Source: an optimization exercise on an open RTL-to-GDS flow (aim: small area and a short achievable clock period). Production flows keep margins and buffers that such runs may drop.
In this exercise RTL edits were held to simulation tests only and were not proved equivalent to the original.
Power figures rest on the tool's default switching activity, not on a simulated workload.

==> design/flow/design.v <==
package idct_pkg;
  localparam int W_COEF = 25;
  localparam logic MODE_4X4 = 1'b0;
  localparam logic MODE_8X8 = 1'b1;
  localparam int LEN_4X4 = 16;
  localparam int LEN_8X8 = 64;
endpackage
module idct_coef_cell (
  input  logic clk,
  input  logic ld,
  input  logic keep,
  input  logic dn,
  output logic q
);
  always_ff @(posedge clk) begin
    q <= ~((q | ld) & (dn | keep));
  end
endmodule
module idct_coef_ao3 (
  input  logic [2:0] d,
  input  logic [2:0] s,
  output logic       yn
);
  assign yn = ~|(d & s);
endmodule
module idct_coef_wdec (
  input  logic be,
  input  logic a,
  input  logic b,
  output logic ld,
  output logic keep
);
  assign keep = ~(be & a & b);
  assign ld   = ~keep;
endmodule
module idct_coef_ao2 (
  input  logic [1:0] d,
  input  logic [1:0] s,
  output logic       yn
);
  assign yn = ~|(d & s);
endmodule
module idct_coef_nand3 (
  input  logic [2:0] a,
  output logic       y
);
  assign y = ~&a;
endmodule
module idct_coef_nand4 (
  input  logic [3:0] a,
  output logic       y
);
  assign y = ~&a;
endmodule
module idct_coef_nor2 (
  input  logic [1:0] a,
  output logic       y
);
  assign y = ~|a;
endmodule
module idct_coef_orn (
  input  logic a,
  input  logic bn,
  output logic y
);
  assign y = a | ~bn;
endmodule
module idct_coef_sel32
#(
  parameter int W = idct_pkg::W_COEF
) (
  input  logic               clk,
  input  logic               reset,
  input  logic [31:0][W-1:0] d,
  input  logic               adv,
  input  logic               wrap,
  output logic [W-1:0]       y
);
  logic [31:0] sel;
  always_ff @(posedge clk or negedge reset) begin
    if (!reset) sel <= 32'd1;
    else if (wrap) sel <= 32'd1;
    else if (adv)  sel <= {sel[30:0], sel[31]};
  end
  for (genvar b = 0; b < W; b++) begin : g_bit
    logic [10:0] tn;
    logic [2:0]  p;
    logic        pn;
    for (genvar k = 0; k < 10; k++) begin : g_term
      idct_coef_ao3 u_ao3 (
        .d  ({d[3*k+2][b], d[3*k+1][b], d[3*k][b]}),
        .s  (sel[3*k +: 3]),
        .yn (tn[k])
      );
    end
    idct_coef_ao2 u_ao2 (
      .d  ({d[31][b], d[30][b]}),
      .s  (sel[31:30]),
      .yn (tn[10])
    );
    for (genvar k = 0; k < 2; k++) begin : g_nand
      idct_coef_nand4 u_nand (
        .a (tn[4*k +: 4]),
        .y (p[k])
      );
    end
    idct_coef_nand3 u_nand3 (
      .a (tn[10:8]),
      .y (p[2])
    );
    idct_coef_nor2 u_nor (
      .a (p[1:0]),
      .y (pn)
    );
    idct_coef_orn u_orn (
      .a  (p[2]),
      .bn (pn),
      .y  (y[b])
    );
  end
endmodule
module idct_coef_bank
#(
  parameter int W = idct_pkg::W_COEF
) (
  input  logic                clk,
  input  logic                reset,
  input  logic                we,
  input  logic                wbank,
  input  logic [5:0]          waddr,
  input  logic [W-1:0]        wdn,
  input  logic                radv,
  input  logic                rwrap,
  output logic [3:0][W-1:0]   rquart
);
  logic [127:0][W-1:0] word;
  logic [1:0]          be;
  logic [7:0]          a_hi;
  logic [7:0]          a_lo;
  assign be = {we & wbank, we & ~wbank};
  always_comb begin
    for (int j = 0; j < 8; j++) a_hi[j] = (waddr[5:3] == 3'(j));
    for (int j = 0; j < 8; j++) a_lo[j] = (waddr[2:0] == 3'(j));
  end
  for (genvar i = 0; i < 128; i++) begin : g_word
    logic ld;
    logic keep;
    idct_coef_wdec u_dec (
      .be   (be[i / 64]),
      .a    (a_hi[(i / 8) % 8]),
      .b    (a_lo[i % 8]),
      .ld   (ld),
      .keep (keep)
    );
    for (genvar b = 0; b < W; b++) begin : g_bit
      idct_coef_cell u_cell (
        .clk  (clk),
        .ld   (ld),
        .keep (keep),
        .dn   (wdn[b]),
        .q    (word[i][b])
      );
    end
  end
  for (genvar q = 0; q < 4; q++) begin : g_quart
    idct_coef_sel32 #(.W(W)) u_sel (
      .clk   (clk),
      .reset (reset),
      .d     (word[q*32 +: 32]),
      .adv   (radv),
      .wrap  (rwrap),
      .y     (rquart[q])
    );
  end
endmodule
module idct_coef_oreg (
  input  logic clk,
  input  logic reset,
  input  logic d,
  output logic q
);
  always_ff @(posedge clk or negedge reset) begin
    if (!reset) q <= 1'b1;
    else        q <= d;
  end
endmodule
module idct_coef_tx
#(
  parameter int W   = idct_pkg::W_COEF,
  parameter int GAP = 1
) (
  input  logic         clk,
  input  logic         reset,
  input  logic         wr_en,
  input  logic [5:0]   wr_addr,
  input  logic [W-1:0] wr_data,
  input  logic         commit,
  input  logic         commit_mode,
  output logic         commit_ready,
  output logic [W-1:0] seq_out,
  output logic         seq_mode,
  output logic         seq_valid,
  output logic         seq_first,
  output logic         seq_last,
  output logic         busy
);
  localparam logic [5:0] LAST_4X4 = 6'(idct_pkg::LEN_4X4 - 1);
  localparam logic [5:0] LAST_8X8 = 6'(idct_pkg::LEN_8X8 - 1);
  logic [1:0]   full;
  logic [1:0]   bmode;
  logic         wb;
  logic         rb;
  logic [5:0]   cnt;
  logic         st_send;
  logic         st_gap;
  logic         ready_q;
  logic         busy_q;
  logic         nrb;
  logic [5:0]   ncnt;
  logic         nadv;
  logic         nwrap;
  logic [3:0]   qsel;
  logic         phase;
  logic [3:0][W-1:0] quart;
  logic         byp_hit;
  logic [W-1:0] byp_data;
  logic [3:0][W-1:0] rquart;
  logic [W-1:0] rd_raw;
  logic [W-1:0] rd_data;
  logic         wr_ok;
  logic         cm_ok;
  logic         go;
  logic         cur_mode;
  logic         is_last;
  logic [1:0]   full_n;
  logic [1:0]   bmode_n;
  logic         wb_n;
  logic         rb_n;
  logic [5:0]   cnt_n;
  logic         send_n;
  logic         gap_n;
  logic         go_n;
  logic         last_n;
  logic         nrb_n;
  logic [5:0]   ncnt_n;
  idct_coef_oreg u_ready_o (
    .clk   (clk),
    .reset (reset),
    .d     (~full_n[wb_n]),
    .q     (commit_ready)
  );
  assign busy         = busy_q;
  assign wr_ok = wr_en & ready_q;
  assign cm_ok = commit & ready_q;
  assign go       = st_send | (~st_gap & full[rb]);
  assign cur_mode = bmode[rb];
  assign is_last  = cnt == ((cur_mode == idct_pkg::MODE_8X8) ?
                            LAST_8X8 : LAST_4X4);
  idct_coef_bank #(.W(W)) u_bank (
    .clk    (clk),
    .reset  (reset),
    .we     (wr_ok),
    .wbank  (wb),
    .waddr  (wr_addr),
    .wdn    (wr_data ^ {W{phase}}),
    .radv   (nadv),
    .rwrap  (nwrap),
    .rquart (rquart)
  );
  always_comb begin
    rd_raw = '0;
    for (int q = 0; q < 4; q++) rd_raw = rd_raw | (quart[q] & {W{qsel[q]}});
    rd_data = byp_hit ? byp_data : (rd_raw ^ {W{~phase}});
  end
  always_comb begin
    full_n  = full;
    bmode_n = bmode;
    wb_n    = wb;
    rb_n    = rb;
    cnt_n   = cnt;
    send_n  = 1'b0;
    gap_n   = 1'b0;
    if (cm_ok) begin
      full_n[wb]  = 1'b1;
      bmode_n[wb] = commit_mode;
      wb_n        = ~wb;
    end
    if (go) begin
      if (is_last) begin
        full_n[rb] = 1'b0;
        rb_n       = ~rb;
        cnt_n      = 6'd0;
        gap_n      = 1'b1;
      end else begin
        cnt_n      = cnt + 6'd1;
        send_n     = 1'b1;
      end
    end
  end
  always_comb begin
    go_n   = go ? ~is_last : (full[rb] | (cm_ok & (wb == rb)));
    last_n = go & ~is_last &
             (ncnt == ((cur_mode == idct_pkg::MODE_8X8) ?
                       LAST_8X8 : LAST_4X4));
    nadv   = go_n & ~last_n;
    nwrap  = last_n;
    nrb_n  = nwrap ? ~nrb : nrb;
    ncnt_n = nwrap ? 6'd0 : nadv ? ncnt + 6'd1 : ncnt;
  end
  always_ff @(posedge clk) begin
    if (phase) phase <= 1'b0;
    else       phase <= 1'b1;
  end
  always_ff @(posedge clk) begin
    quart    <= rquart;
    byp_data <= wr_data;
  end
  always_ff @(posedge clk or negedge reset) begin
    if (!reset) begin
      full      <= '0;
      bmode     <= '0;
      wb        <= 1'b0;
      rb        <= 1'b0;
      cnt       <= '0;
      nrb       <= 1'b0;
      ncnt      <= '0;
      qsel      <= 4'd1;
      st_send   <= 1'b0;
      st_gap    <= 1'b0;
      ready_q   <= 1'b1;
      busy_q    <= 1'b0;
      byp_hit   <= 1'b0;
      seq_out   <= '0;
      seq_mode  <= 1'b0;
      seq_valid <= 1'b0;
      seq_first <= 1'b0;
      seq_last  <= 1'b0;
    end else begin
      full    <= full_n;
      bmode   <= bmode_n;
      wb      <= wb_n;
      rb      <= rb_n;
      cnt     <= cnt_n;
      nrb     <= nrb_n;
      ncnt    <= ncnt_n;
      for (int q = 0; q < 4; q++)  qsel[q] <= ({nrb, ncnt[5]} == 2'(q));
      st_send <= send_n;
      st_gap  <= gap_n;
      ready_q <= ~full_n[wb_n];
      busy_q  <= (|full_n) | send_n | gap_n;
      byp_hit <= wr_ok & ({wb, wr_addr} == {nrb, ncnt});
      if (go) begin
        seq_out   <= rd_data;
        seq_valid <= 1'b1;
        seq_first <= (cnt == 6'd0);
        seq_last  <= is_last;
        seq_mode  <= cur_mode;
      end else begin
        seq_out   <= '0;
        seq_valid <= 1'b0;
        seq_first <= 1'b0;
        seq_last  <= 1'b0;
      end
    end
  end
endmodule
==> design/flow/run.sh <==
#!/bin/bash
# synth_recipe.tcl (not shown) runs the flow's synth.tcl, then flattens the netlist and writes it again
# the make line also repeats each setting of config.mk as NAME=value (left out here)
make -C /OpenROAD-flow-scripts/flow DESIGN_CONFIG=/design/flow/config.mk WORK_HOME=/design/flow/orfs CLKGATE_MAP_FILE= SYNTH_SCRIPT=/design/flow/synth_recipe.tcl finish
==> design/flow/config.mk <==
export PLATFORM = sky130hd
export DESIGN_NAME = idct_coef_tx
export DESIGN_NICKNAME = idct_coef_tx
export VERILOG_FILES = /design/flow/design.v
export SDC_FILE = /design/flow/constraint.sdc
export NUM_CORES = 4
export LEC_CHECK = 0
export CAP_MARGIN = 20
export CORE_MARGIN = 2
export CORE_UTILIZATION = 40
export CTS_CLUSTER_DIAMETER = 60
export CTS_CLUSTER_SIZE = 30
export SETUP_SLACK_MARGIN = 1.6
export SLEW_MARGIN = 20
export SYNTH_HIERARCHICAL = 1
export SYNTH_MINIMUM_KEEP_SIZE = 0
==> design/flow/constraint.sdc <==
create_clock -name core_clock -period 4.0 [get_ports {clk}]
set_input_delay 0.8000 -clock core_clock [delete_from_list [all_inputs] [get_ports {clk}]]
set_output_delay 0.8000 -clock core_clock [all_outputs]
set_load 0.01 [all_outputs]
==> results.toml, run 1 <==
[synth]
synthArstFlopShare = 0.0527
synth-seq-cells = 3511
yosysWarnings = 11
yosysSeqAreaShare = 0.641
ys_types = 50
syn_area_um2 = 111000
syn_nets = 9219
synth_ff_type = "dfxtp_1"
synth_edf_count = 0
synthCells = 9178
synth.avg_cell_area_um2 = 12.1

[floorplan]
ios = 67
rows = 193
coreArea_um2 = 276000
die_w_um = 531
start_util = 0.402
die_h_um = 531
die_area_um2 = 282000

[clock_network]
cts_tree = "built"
clock-root-buffer = "clkbuf_16"
cts_buffers = 208
clk_pin_slew_ns = 0.11
htreeDepth = 4
cts.sinks = 3511
clkLatencyLatePin_ns = 0.95
cts_buffer_depth = 4

[timing]
tightest_slew_ns = 1.25
max_freq_ghz = 0.379
hold_viol_final = 0
setup_viol = 0
fin_skew_ns = 0.0836
grt_setup_unrepaired = "true"
relSlewSlack = 0.164
finalMaxSlewViolations = 0
worst_slack_ns = 1.36
period_share = 0.659
final.min_clock_period_ns = 2.64
fin_setup_tns_ns = 0

[layout]
drive_above_1_share = 0.121
fillers = 24600
regArea_um2 = 71300
layout_common_cells = "dfxtp_1 (3325), o22ai_1 (3200), a222oi_1 (1000), buf_4 (445), nand3_1 (231)"
num-nets-final = 10000
multi_input_area_um2 = 40200
mostFrequentLayoutCell = "dfxtp_1"
area_delta_synth_final_pct = 17.5

[detailed_routing]
drt_iter0_drc = 19200
wl_mm = 430
vias = 97800
remaining_drc_errors = 0
drtAntennaViolNets = 0
first_pass_iters = 15
wire_per_inst_um = 31.1
avgViaCountPerCell = 7.06

[placed_design]
hpwl_mm = 257
place_congestion = 0.891
io_buffer_count = 66
place_ws_ns = 0.527

[setup_path]
cp_max_fo = 8
r2r_setup_slack_ns = 1.36
cp_cell_sequence = "mux2_4 > mux2_4 > o2111a_2 > or2_4 > inv_16 > buf_12 > buf_12 > buf_16 > mux2i_1 > nor2_1"
worst_path_max_delay_cell = "dfrtp_2"
endpoint = "u_bank.g_quart[3].u_sel.sel[27]"
regToRegEndpoint = "u_bank.g_quart[3].u_sel.sel[27]"
cpPeakStageDelay_ns = 0.43
startpoint = "rb"
worst_ep_arrival_time_ns = 3.46
r2r-start = "rb"
reg2reg_depth = 10
cp.required_ns = 4.83
setup.worst_path.start_class = "flop"
crit_type = "flop to flop"
setup.worst_path.end_class = "flop"

[outcome]
status = "finished clean"

[grt]
grt_max_degree = 132
grtUsageMet2 = 0.433
grt_pass1_vias = 90300
met1_usage = 0.388
grt_use_met3 = 0.0553
grt_pass1_wl_mm = 617
busiest_layer = "met2"
globalRouteOverflowTotal = 0
grt_use_total = 0.288
antenna_found_initial = 8

[job]
cap_violations = 0

[min_path]
hp-start = "u_bank.g_word[4].g_bit[24].u_cell.q"
hp-class = "flop to flop"

[pwr]
p_leak_nw = 48.4
power_density_nw_per_um2 = 634
peakVddDrop_mv = 0.390
Yosys stat by module, one instance, submodules excluded, excerpt:
module,copies in the design,flops+latches
idct_coef_tx,1,182
idct_coef_cell,3200,1
idct_coef_oreg,1,1
idct_coef_ao2,100,0
idct_coef_wdec,128,0
idct_coef_ao3,1000,0
idct_coef_nand4,200,0
idct_coef_orn,100,0
idct_coef_nand3,100,0
idct_coef_nor2,100,0
critical path: cells and delay by family, from the launching register on:
kind / cells / cell delay [ns]
AO/OA/AOI/OAI: 1 / 0.27
buffers and inverters: 4 / 0.52
flip-flops: 1 / 0.43
multiplexers: 3 / 0.85
AND/OR/NAND/NOR: 2 / 0.43
metal layers:
metal / share of wire / wire, um
met1: 0.40 / 171000
met4: 0.060 / 25800
met3: 0.099 / 42500
met5: 0.00032 / 139
met2: 0.44 / 191000
synth_stat cells (2+ instances only):
library cell / instances / share of area
buf_6: 5 / 0.00051
or2_2: 3 / 0.00017
a21oi_1: 5 / 0.00023
nand2b_1: 101 / 0.0057
inv_1: 10 / 0.00034
and3_2: 3 / 0.00020
buf_1: 2 / 0.000068
o31ai_4: 2 / 0.00038
mux2_4: 2 / 0.00027
nand2_1: 35 / 0.0012
and3_1: 130 / 0.0073
xor2_1: 29 / 0.0023
dfrtp_1: 178 / 0.040
and2_1: 28 / 0.0016
buf_12: 12 / 0.0022
a22o_1: 26 / 0.0021
mux2i_1: 127 / 0.011
nor2b_1: 7 / 0.00039
a222oi_1: 1000 / 0.090
nor3b_1: 7 / 0.00047
nor2_1: 235 / 0.0079
and3b_2: 6 / 0.00054
o22ai_1: 3200 / 0.18
ha_1: 5 / 0.00056
a221oi_1: 25 / 0.0020
dfstp_2: 7 / 0.0017
a22oi_2: 100 / 0.011
a211o_1: 7 / 0.00055
o21ai_0: 28 / 0.0013
buf_2: 2 / 0.000090
nand4_1: 203 / 0.011
clkbuf_1: 34 / 0.0011
xnor2_1: 35 / 0.0028
nand3_1: 231 / 0.010
mux2_2: 4 / 0.00041
nor3_1: 5 / 0.00023
dfxtp_1: 3326 / 0.60
flip-flops by register name (all words and copies together), names as in the netlist, 2 cells and up, named ones only:
name	count
quart	100
full	2
seq_out	25
cnt	6
byp_data	25
qsel	4
u_bank.g_word.g_bit.u_cell.q	3200
u_bank.g_quart.u_sel.sel	128
ncnt	6
timing repair:
item / in CTS / in global routing
endpoints found under the hold margin: 56 / 0
cloned: 16 / 3
hold buffers: 1 / 0
buffers inserted: 57 / 32
resized for setup: 156 / 62
pin swaps: 44 / 54
setup endpoints to repair: 2392 / 770
final cells by class:
class / count / area share
diodes: 7 / 0.000134
clock buffers: 223 / 0.0413
clock inverters: 157 / 0.0172
inverters: 10 / 0.000412
multi-input cells: 5600 / 0.308
flip-flops and latches: 3511 / 0.547
well taps: 3705 / 0.0355
repair buffers: 637 / 0.0504
repair inverters: 3 / 0.000240
worst min path at each step:
stage | end | slack [ns] | cells after the start
final | u_bank.g_word[4].g_bit[24].u_cell.q | 0.45 | 1
after global routing | byp_data[6] | 0.46 | 1
after CTS | byp_data[6] | 0.42 | 1
after detailed placement | u_bank.g_word[117].g_bit[18].u_cell.q | 0.44 | 1
after global placement | u_bank.g_word[99].g_bit[21].u_cell.q | 0.43 | 1
after floorplan | u_bank.g_word[0].g_bit[0].u_cell.q | 0.42 | 1
cell families after synthesis:
group | share of synthesized area
and+or+nand+nor | 0.0479
adders and majority gates | 0.000563
AOI/OAI and AO/OA | 0.288
xor gates and xnor gates | 0.00505
muxes | 0.0121
DFF | 0.641
buffers and inverters | 0.00459
through the flow:
step	cells	cell area (um^2)	util	power (mW)	hold slack, ns
2_1_floorplan	9178	112000	-	50.2	0.421
3_3_place_gp	13400	121000	0.438	56.2	0.428
3_5_place_dp	13400	121000	0.438	56.8	0.436
4_1_cts	13800	130000	0.470	82.1	0.422
5_1_grt	13800	130000	0.472	85.1	0.457
6_report	13900	130000	0.472	82.7	0.448
power by group:
part / internal, mW / leakage [nW] / switching [mW]
registers: 39.9 / 32.4 / 5.70
clock network: 11.3 / 3.67 / 13.8
logic: 4.79 / 12.3 / 7.18
total: 56.0 / 48.4 / 26.7
==> inputs of run 2 (changes only) <==
==> design/flow/flow/run.sh (new file) <==
#!/bin/bash
set -euo pipefail
export BUFFER_PORTS_ARGS="-buffer_cell sky130_fd_sc_hd__buf_4"
bash standard.sh > flow_make.log 2>&1
==> design/flow/standard.sh (new file) <==
#!/bin/bash
# synth_recipe.tcl (not shown) runs the flow's synth.tcl, then flattens the netlist and writes it again
# the make line also repeats each setting of config.mk as NAME=value (left out here)
make -C /OpenROAD-flow-scripts/flow DESIGN_CONFIG=/design/flow/config.mk WORK_HOME=/design/flow/orfs CLKGATE_MAP_FILE= SYNTH_SCRIPT=/design/flow/synth_recipe.tcl "${@:-finish}"
--- a/design/flow/config.mk
+++ b/design/flow/config.mk
@@ -12,3 +12,3 @@
 export CTS_CLUSTER_SIZE = 30
-export SETUP_SLACK_MARGIN = 1.6
+export SETUP_SLACK_MARGIN = 1.68
 export SLEW_MARGIN = 20
removed: design/flow/run.sh
==> run 2 against run 1 <==
Combinational power is 4% higher. Synthesized cell count unchanged. Sequential share of layout area decreased by 0.052 points. Final area increased by 0.15%. Global-route usage is 0.43 points higher. Clock skew is 0.010 ns lower. Sequential power barely moved. Fmax grew 2.0%. Critical path type unchanged.
==> results.toml, run 2 <==
[pwr]
p_leak_nw = 48.4
peakVddDrop_mv = 0.495
totalPowerFinal_mw = 83.3
power_density_nw_per_um2 = 638

[grt]
grt_use_total = 0.292
grt_pass1_vias = 91700
grt_max_degree = 129
globalRouteOverflowTotal = 0
antenna_found_initial = 20
grt_pass1_wl_mm = 626

[timing]
fin_skew_ns = 0.0731
hold_viol_final = 0
period_share = 0.646
tightest_slew_ns = 1.21
relSlewSlack = 0.192
grt_setup_unrepaired = "true"
setup_viol = 0
final.min_clock_period_ns = 2.58
finalMaxSlewViolations = 0
fin_setup_tns_ns = 0
max_freq_ghz = 0.387

[floorplan]
rows = 193
coreArea_um2 = 276000
die_area_um2 = 282000
die_w_um = 531
ios = 67
die_h_um = 531
start_util = 0.402

[detailed_routing]
vias = 98300
drt_iter0_drc = 19200
first_pass_iters = 13
avgViaCountPerCell = 7.09
drtAntennaViolNets = 0
wire_per_inst_um = 31.4
wl_mm = 435
remaining_drc_errors = 0

[layout]
top_regs = "u_bank.g_word.g_bit.u_cell.q x3200, u_bank.g_quart.u_sel.sel x128, quart x100"
layout_common_cells = "dfxtp_1 (3325), o22ai_1 (3200), a222oi_1 (1000), buf_4 (460), nand3_1 (230)"
regArea_um2 = 71400
largest_reg_flops = 3200
fillers = 24800
num-nets-final = 10000
drive_above_1_share = 0.132
multi_input_area_um2 = 40300
area_delta_synth_final_pct = 17.6
mostFrequentLayoutCell = "dfxtp_1"
top_register = "u_bank.g_word.g_bit.u_cell.q"

[synth]
synth-seq-cells = 3511
ys_types = 50
synth.most_common_cell = "dfxtp_1"
synthArstFlopShare = 0.0527
yosysWarnings = 11
synth_area_leaders = "dfxtp_1 (60%), o22ai_1 (18%), a222oi_1 (9.0%)"
synth_ff_type = "dfxtp_1"
synth_top_area_share = 0.600
syn_nets = 9219
synth.avg_cell_area_um2 = 12.1
syn_area_um2 = 111000
yosysTopAreaCell = "dfxtp_1"
synthCells = 9178
synthTopCellsByCount = "dfxtp_1 (3326), o22ai_1 (3200), a222oi_1 (1000), nor2_1 (235), nand3_1 (231)"
synth_edf_count = 0
yosysSeqAreaShare = 0.641

[clock_network]
cts_buffer_depth = 3
clk_pin_slew_ns = 0.09
clock-root-buffer = "clkbuf_16"
clkLatencyLatePin_ns = 0.96
cts_buffers = 202
htreeDepth = 4
cts.sinks = 3511
cts_tree = "built"

[setup_path]
worst_ep_arrival_time_ns = 3.35
cp.required_ns = 4.77
path_common_cell = "mux2_4"
cpPeakStageDelay_ns = 0.43
worst_path_max_delay_cell = "dfrtp_2"
path_buf_inv = 5
setup.worst_path.end_class = "flop"
crit_family = "multiplexers"
cp_cell_sequence = "mux2_4 > mux2_4 > buf_6 > o31ai_4 > or2_4 > buf_8 > clkinv_16 > buf_12 > buf_16 > mux2i_1 > nor2_1"
setup.worst_path.start_class = "flop"
crit_type = "flop to flop"
cp_max_fo = 8

[placed_design]
hpwl_mm = 255
place_congestion = 0.883
io_buffer_count = 66

[job]
cap_violations = 0

[outcome]
status = "finished clean"

[min_path]
hp-class = "input port to flop"
-- run 2: cell counts after synthesis --
No cell type changed its count.
-- run 2: Yosys stat by module (local to each module, per instance), a selection --
module	flip-flops and latches	cell area, um^2	cells	times used
idct_coef_ao2	0	12.5	1	100
idct_coef_ao3	0	10.0	1	1000
idct_coef_cell	1	26.3	2	3200
idct_coef_nand3	0	5.00	1	100
idct_coef_nand4	0	6.26	1	200
idct_coef_nor2	0	3.75	1	100
idct_coef_oreg	1	26.3	1	1
idct_coef_orn	0	6.26	1	100
idct_coef_tx	182	6050	491	1
idct_coef_wdec	0	11.3	2	128
-- run 2: path summary, 6_finish.rpt --
| path | endpoint | cells past startpoint | from | slack, ns |
|---|---|---|---|---|
| max in group asynchronous | qsel[0] | 3 | reset | 2.51 |
| min in group asynchronous | u_bank.g_quart[2].u_sel.sel[2] | 2 | reset | 0.50 |
| worst min-delay path | byp_data[5] | 1 | wr_data[5] | 0.04 |
| worst max register to register | u_bank.g_quart[0].u_sel.sel[20] | 11 | rb | 1.42 |
| worst min register to register | u_bank.g_word[114].g_bit[15].u_cell.q | 1 | u_bank.g_word[114].g_bit[15].u_cell.q | 0.45 |
| worst max-delay path | u_bank.g_quart[0].u_sel.sel[20] | 11 | rb | 1.42 |
-- run 2: layout make-up --
| class | instances | area share |
|---|---|---|
| Tap cell | 3705 | 0.0355 |
| Timing Repair inverter | 4 | 0.000843 |
| Inverter | 10 | 0.000488 |
| Timing Repair Buffer | 645 | 0.0497 |
| Sequential cell | 3511 | 0.546 |
| Clock inverter | 160 | 0.0175 |
| Antenna cell | 7 | 0.000134 |
| Multi-Input combinational cell | 5600 | 0.309 |
| Clock buffer | 225 | 0.0409 |
-- run 2: what timing repair did --
item                                   4_1_cts  5_1_grt
resized for setup                          171      148
endpoints found under the hold margin       43        0
setup endpoints to repair                 3180      948
pin swaps                                   84      108
buffers inserted                            74       34
gates cloned                                17        3
hold buffers                                21        0
-- run 2: worst reg2reg max path, delay by kind of cell (launching register included) --
family	cells	cell delay, ns
muxes	3	0.84
buffers and inverters	5	0.69
AOI/OAI and AO/OA	1	0.19
and+or+nand+nor	2	0.28
DFF	1	0.43
-- run 2: kinds of logic after synthesis --
logic type / share of synthesized area
AO/OA/AOI/OAI: 0.288
XOR/XNOR: 0.00505
adder cells (fa/ha/maj): 0.000563
buffers and inverters: 0.00459
flip-flops: 0.641
multiplexers: 0.0121
AND/OR/NAND/NOR: 0.0479
-- run 2: per-layer routing --
layer	GRT usage	routed length [um]
met1	0.394	172000
met2	0.431	190000
met3	0.0650	47300
met4	0.163	26100
met5	0	62
-- run 2: metrics by stage --
| step | hold slack, ns | instance area (um^2) | cells | utilization | setup slack, ns |
|---|---|---|---|---|---|
| after floorplan | 0.421 | 112000 | 9178 | - | 0.667 |
| after global placement | 0.428 | 120000 | 13300 | 0.435 | 0.694 |
| after detailed placement | 0.436 | 120000 | 13300 | 0.435 | 0.666 |
| after CTS | 0.00264 | 130000 | 13800 | 0.469 | 1.44 |
| after global routing | 0.0198 | 131000 | 13900 | 0.473 | 1.37 |
| final | 0.0392 | 131000 | 13900 | 0.473 | 1.42 |
-- run 2: report_power, final --
group          total (mW)  switching, mW  internal, mW  leakage (nW)
sequential           45.8           5.82          39.9          32.4
combinational        12.5           7.38          5.14          12.4
clock                25.0           13.9          11.2          3.66
==> inputs of run 3 (changes only) <==
--- a/design/flow/design.v
+++ b/design/flow/design.v
@@ -217,2 +217,4 @@
   logic         busy_q;
+  logic         full_rb;
+  logic         mode_rb;
   logic         nrb;
@@ -254,4 +256,4 @@
   assign cm_ok = commit & ready_q;
-  assign go       = st_send | (~st_gap & full[rb]);
-  assign cur_mode = bmode[rb];
+  assign go       = st_send | (~st_gap & full_rb);
+  assign cur_mode = mode_rb;
   assign is_last  = cnt == ((cur_mode == idct_pkg::MODE_8X8) ?
@@ -300,3 +302,3 @@
   always_comb begin
-    go_n   = go ? ~is_last : (full[rb] | (cm_ok & (wb == rb)));
+    go_n   = go ? ~is_last : (full_rb | (cm_ok & (wb == rb)));
     last_n = go & ~is_last &
@@ -330,2 +332,4 @@
       ready_q   <= 1'b1;
+      full_rb   <= 1'b0;
+      mode_rb   <= 1'b0;
       busy_q    <= 1'b0;
@@ -349,2 +353,4 @@
       ready_q <= ~full_n[wb_n];
+      full_rb <= full_n[rb_n];
+      mode_rb <= bmode_n[rb_n];
       busy_q  <= (|full_n) | send_n | gap_n;
==> run 3 against run 2 <==
Utilization down 0.43 points. Final area down 0.81%. Wire length up 1.4%. Highest routed layer unchanged. Still clean.
==> results.toml, run 3 <==
[layout]
layout_common_cells = "dfxtp_1 (3325), o22ai_1 (3200), a222oi_1 (1000), buf_4 (436), nand3_1 (232)"
multi_input_area_um2 = 40300
area_delta_synth_final_pct = 16.5
finalCoreUtilization = 0.469
largest_reg_flops = 3200
fin_area_um2 = 130000
top_register = "u_bank.g_word.g_bit.u_cell.q"
top_regs = "u_bank.g_word.g_bit.u_cell.q x3200, u_bank.g_quart.u_sel.sel x128, quart x100"
num-nets-final = 9987
mostFrequentLayoutCell = "dfxtp_1"
drive_above_1_share = 0.129
regArea_um2 = 71500
fillers = 24800

[detailed_routing]
top_layer_used = "met5"
remaining_drc_errors = 0
avgViaCountPerCell = 7.12
vias = 98400
wl_mm = 441
drtAntennaViolNets = 0
drt_iter0_drc = 20400
dr_wl_met2_mm = 195
first_pass_iters = 15
met1_length_mm = 173
wire_per_inst_um = 32.0
met3_length_mm = 48.0

[setup_path]
setup.worst_path.start_class = "flop"
worst_ep_arrival_time_ns = 3.38
regToRegEndpoint = "quart[66]"
cp.required_ns = 4.82
setup.worst_path.end_class = "flop"
r2r_setup_slack_ns = 1.44
reg2reg_depth = 5
startpoint = "u_bank.g_quart[2].u_sel.sel[12]"
r2r-start = "u_bank.g_quart[2].u_sel.sel[12]"
crit_type = "flop to flop"
endpoint = "quart[66]"
cp_max_fo = 14

[pwr]
pwr-share-comb = 0.155
p_leak_nw = 47.9
power_density_nw_per_um2 = 629
clkPwrFrac = 0.288
p_sw_frac = 0.328
pwr-share-seq = 0.557
peakVddDrop_mv = 0.409
totalPowerFinal_mw = 81.5
power.switching_mw = 26.7
power.internal_mw = 54.8

[grt]
grt_pass1_vias = 90600
grt_max_degree = 129
globalRouteOverflowTotal = 0
antenna_found_initial = 20
grt_pass1_wl_mm = 627
grt_use_total = 0.290

[synth]
syn_nets = 9223
synth_top_area_share = 0.599
synthArstFlopShare = 0.0532
synth.avg_cell_area_um2 = 12.1
synth_edf_count = 0
yosysTopAreaCell = "dfxtp_1"
yosysWarnings = 11
ys_types = 53
synthCells = 9184
synthTopCellsByCount = "dfxtp_1 (3326), o22ai_1 (3200), a222oi_1 (1000), nor2_1 (237), nand3_1 (235)"
yosysSeqAreaShare = 0.641
syn_area_um2 = 111000
synth_area_leaders = "dfxtp_1 (60%), o22ai_1 (18%), a222oi_1 (9.0%)"
synth_ff_type = "dfxtp_1"
synth.most_common_cell = "dfxtp_1"
synth-seq-cells = 3513

[floorplan]
die_w_um = 531
start_util = 0.402
coreArea_um2 = 276000
rows = 193
ios = 67
die_area_um2 = 282000
die_h_um = 531

[timing]
grt_setup_unrepaired = "true"
hold_viol_final = 0
tightest_slew_ns = 1.20
fin_setup_tns_ns = 0
max_freq_ghz = 0.390
fin_skew_ns = 0.0712
worst_slack_ns = 1.44
finalMaxSlewViolations = 0
setup_viol = 0
period_share = 0.640
relSlewSlack = 0.197
final.min_clock_period_ns = 2.56

[job]
cap_violations = 0

[placed_design]
hpwl_mm = 259
dpl_cell_area_um2 = 120000
place_congestion = 0.884
io_buffer_count = 66
place_ws_ns = 0.772

[min_path]
hp-class = "input port to flop"

[clock_network]
cts_buffers = 191
cts_buffer_depth = 4
htreeDepth = 4
clk_pin_slew_ns = 0.11
clock-root-buffer = "clkbuf_16"
clkLatencyLatePin_ns = 0.92
cts.sinks = 3513
cts_tree = "built"

[outcome]
status = "finished clean"
run 3: final cells by class:
| type | count | area share |
|---|---|---|
| Clock buffer | 205 | 0.0377 |
| Tap cell | 3705 | 0.0358 |
| Inverter | 7 | 0.000328 |
| Multi-Input combinational cell | 5610 | 0.311 |
| Timing Repair inverter | 2 | 0.000135 |
| Sequential cell | 3513 | 0.552 |
| Antenna cell | 11 | 0.000212 |
| Clock inverter | 137 | 0.0145 |
| Timing Repair Buffer | 623 | 0.0485 |
run 3: worst min-delay path by stage:
stage / startpoint / end / slack [ns] / cells after the start
after floorplan: u_bank.g_word[0].g_bit[0].u_cell.q / u_bank.g_word[0].g_bit[0].u_cell.q / 0.42 / 1
after global placement: u_bank.g_word[6].g_bit[11].u_cell.q / u_bank.g_word[6].g_bit[11].u_cell.q / 0.43 / 1
after detailed placement: u_bank.g_word[35].g_bit[11].u_cell.q / u_bank.g_word[35].g_bit[11].u_cell.q / 0.44 / 1
after CTS: wr_data[21] / byp_data[21] / 0.004 / 1
after global routing: wr_data[21] / byp_data[21] / 0.01 / 1
final: wr_data[17] / byp_data[17] / 0.04 / 1
run 3: cell families (layout without fill, tap and decap cells):
family / after synthesis / in the layout / share of synthesized area
and+or+nand+nor: 1005 / 1008 / 0.0481
DFF: 3513 / 3513 / 0.641
muxes: 132 / 132 / 0.0120
adders and majority gates: 3 / 3 / 0.000338
buffers and inverters: 64 / 974 / 0.00431
AOI/OAI and AO/OA: 4403 / 4403 / 0.289
other: 0 / 11 / 0
xor gates and xnor gates: 64 / 64 / 0.00511
run 3: per-layer routing:
| metal | GRT usage | vias to the layer above |
|---|---|---|
| li1 | - | 41400 |
| met1 | 0.392 | 49600 |
| met2 | 0.435 | 6306 |
| met3 | 0.0612 | 948 |
| met4 | 0.150 | 12 |
| met5 | 0.00219 | - |
run 3: timing repair:
action,in CTS,in global routing
hold buffers,2,0
hold endpoints to repair,50,0
endpoints found under the setup margin,3261,773
resized for setup,186,137
pin swaps,88,82
gates cloned,7,6
setup buffers,60,62
run 3: metrics by stage:
stage          hold slack (ns)  instances
2_1_floorplan            0.421       9184
3_3_place_gp             0.428      13300
3_5_place_dp             0.436      13300
4_1_cts                0.00428      13700
5_1_grt                 0.0104      13800
6_report                0.0363      13800
run 3: modules after synthesis (local to each module, per instance), excerpt:
module | flip-flops and latches | cells inside | cell area, um^2 | times used
idct_coef_oreg | 1 | 1 | 26.3 | 1
idct_coef_ao2 | 0 | 1 | 12.5 | 100
idct_coef_tx | 184 | 497 | 6220 | 1
idct_coef_nor2 | 0 | 1 | 3.75 | 100
idct_coef_nand4 | 0 | 1 | 6.26 | 200
idct_coef_ao3 | 0 | 1 | 10.0 | 1000
idct_coef_cell | 1 | 2 | 26.3 | 3200
idct_coef_wdec | 0 | 2 | 11.3 | 128
idct_coef_orn | 0 | 1 | 6.26 | 100
idct_coef_nand3 | 0 | 1 | 5.00 | 100
run 3: power groups by stage:
stage	logic, mW	registers (mW)	clock network (mW)
final	12.6	45.4	23.5
after global routing	13.0	45.8	24.9
after CTS	11.2	45.3	23.6
after detailed placement	10.3	46.3	0
after global placement	9.94	46.0	0
after floorplan	5.82	44.3	0
run 3: critical path, stage by stage (launching register included):
cell      delay, ns
dfrtp_2        0.51
buf_12         0.19
a222oi_1       0.65
nand4_1        0.60
nor2_4         0.40
nand2b_1       0.09

==> port drivers added, routing unchanged <==
Ports are ideal in the flow. The routed layouts listed here were re-timed in OpenROAD. Step 1 sets driving cells, clkbuf_16 on the clock port and buf_2 on the other inputs (assumed; they add their load-dependent delay and slew). Step 2, shift: input delay + t, output delay - t, t = (earliest + latest rising clock arrival at the registers) / 2. This alone moves slack from input paths to output paths. Three values: ideal ports, drivers, drivers and shift; two values: the first two.
| run | t (ns) | setup slack, ns | worst hold slack (ns) | worst setup path at the end | pins driven straight from the clock port |
|---|---|---|---|---|---|
| run 1 | 1.021 | 1.364 / 1.364 / 0.649 | 0.448 / 0.368 / 0.448 | input to register | 1 |
| run 2 | 1.006 | 1.416 / 1.416 / 0.789 | 0.039 / -0.020 / 0.447 | input to register | 1 |
| run 3 | 0.983 | 1.439 / 1.439 / 0.923 | 0.036 / -0.029 / 0.448 | input to register | 1 |
After both steps setup and hold are still met in every run listed. The setup slack of run 1, which loses most, moves by 0.000 ns with the drivers and by -0.715 ns with both steps.
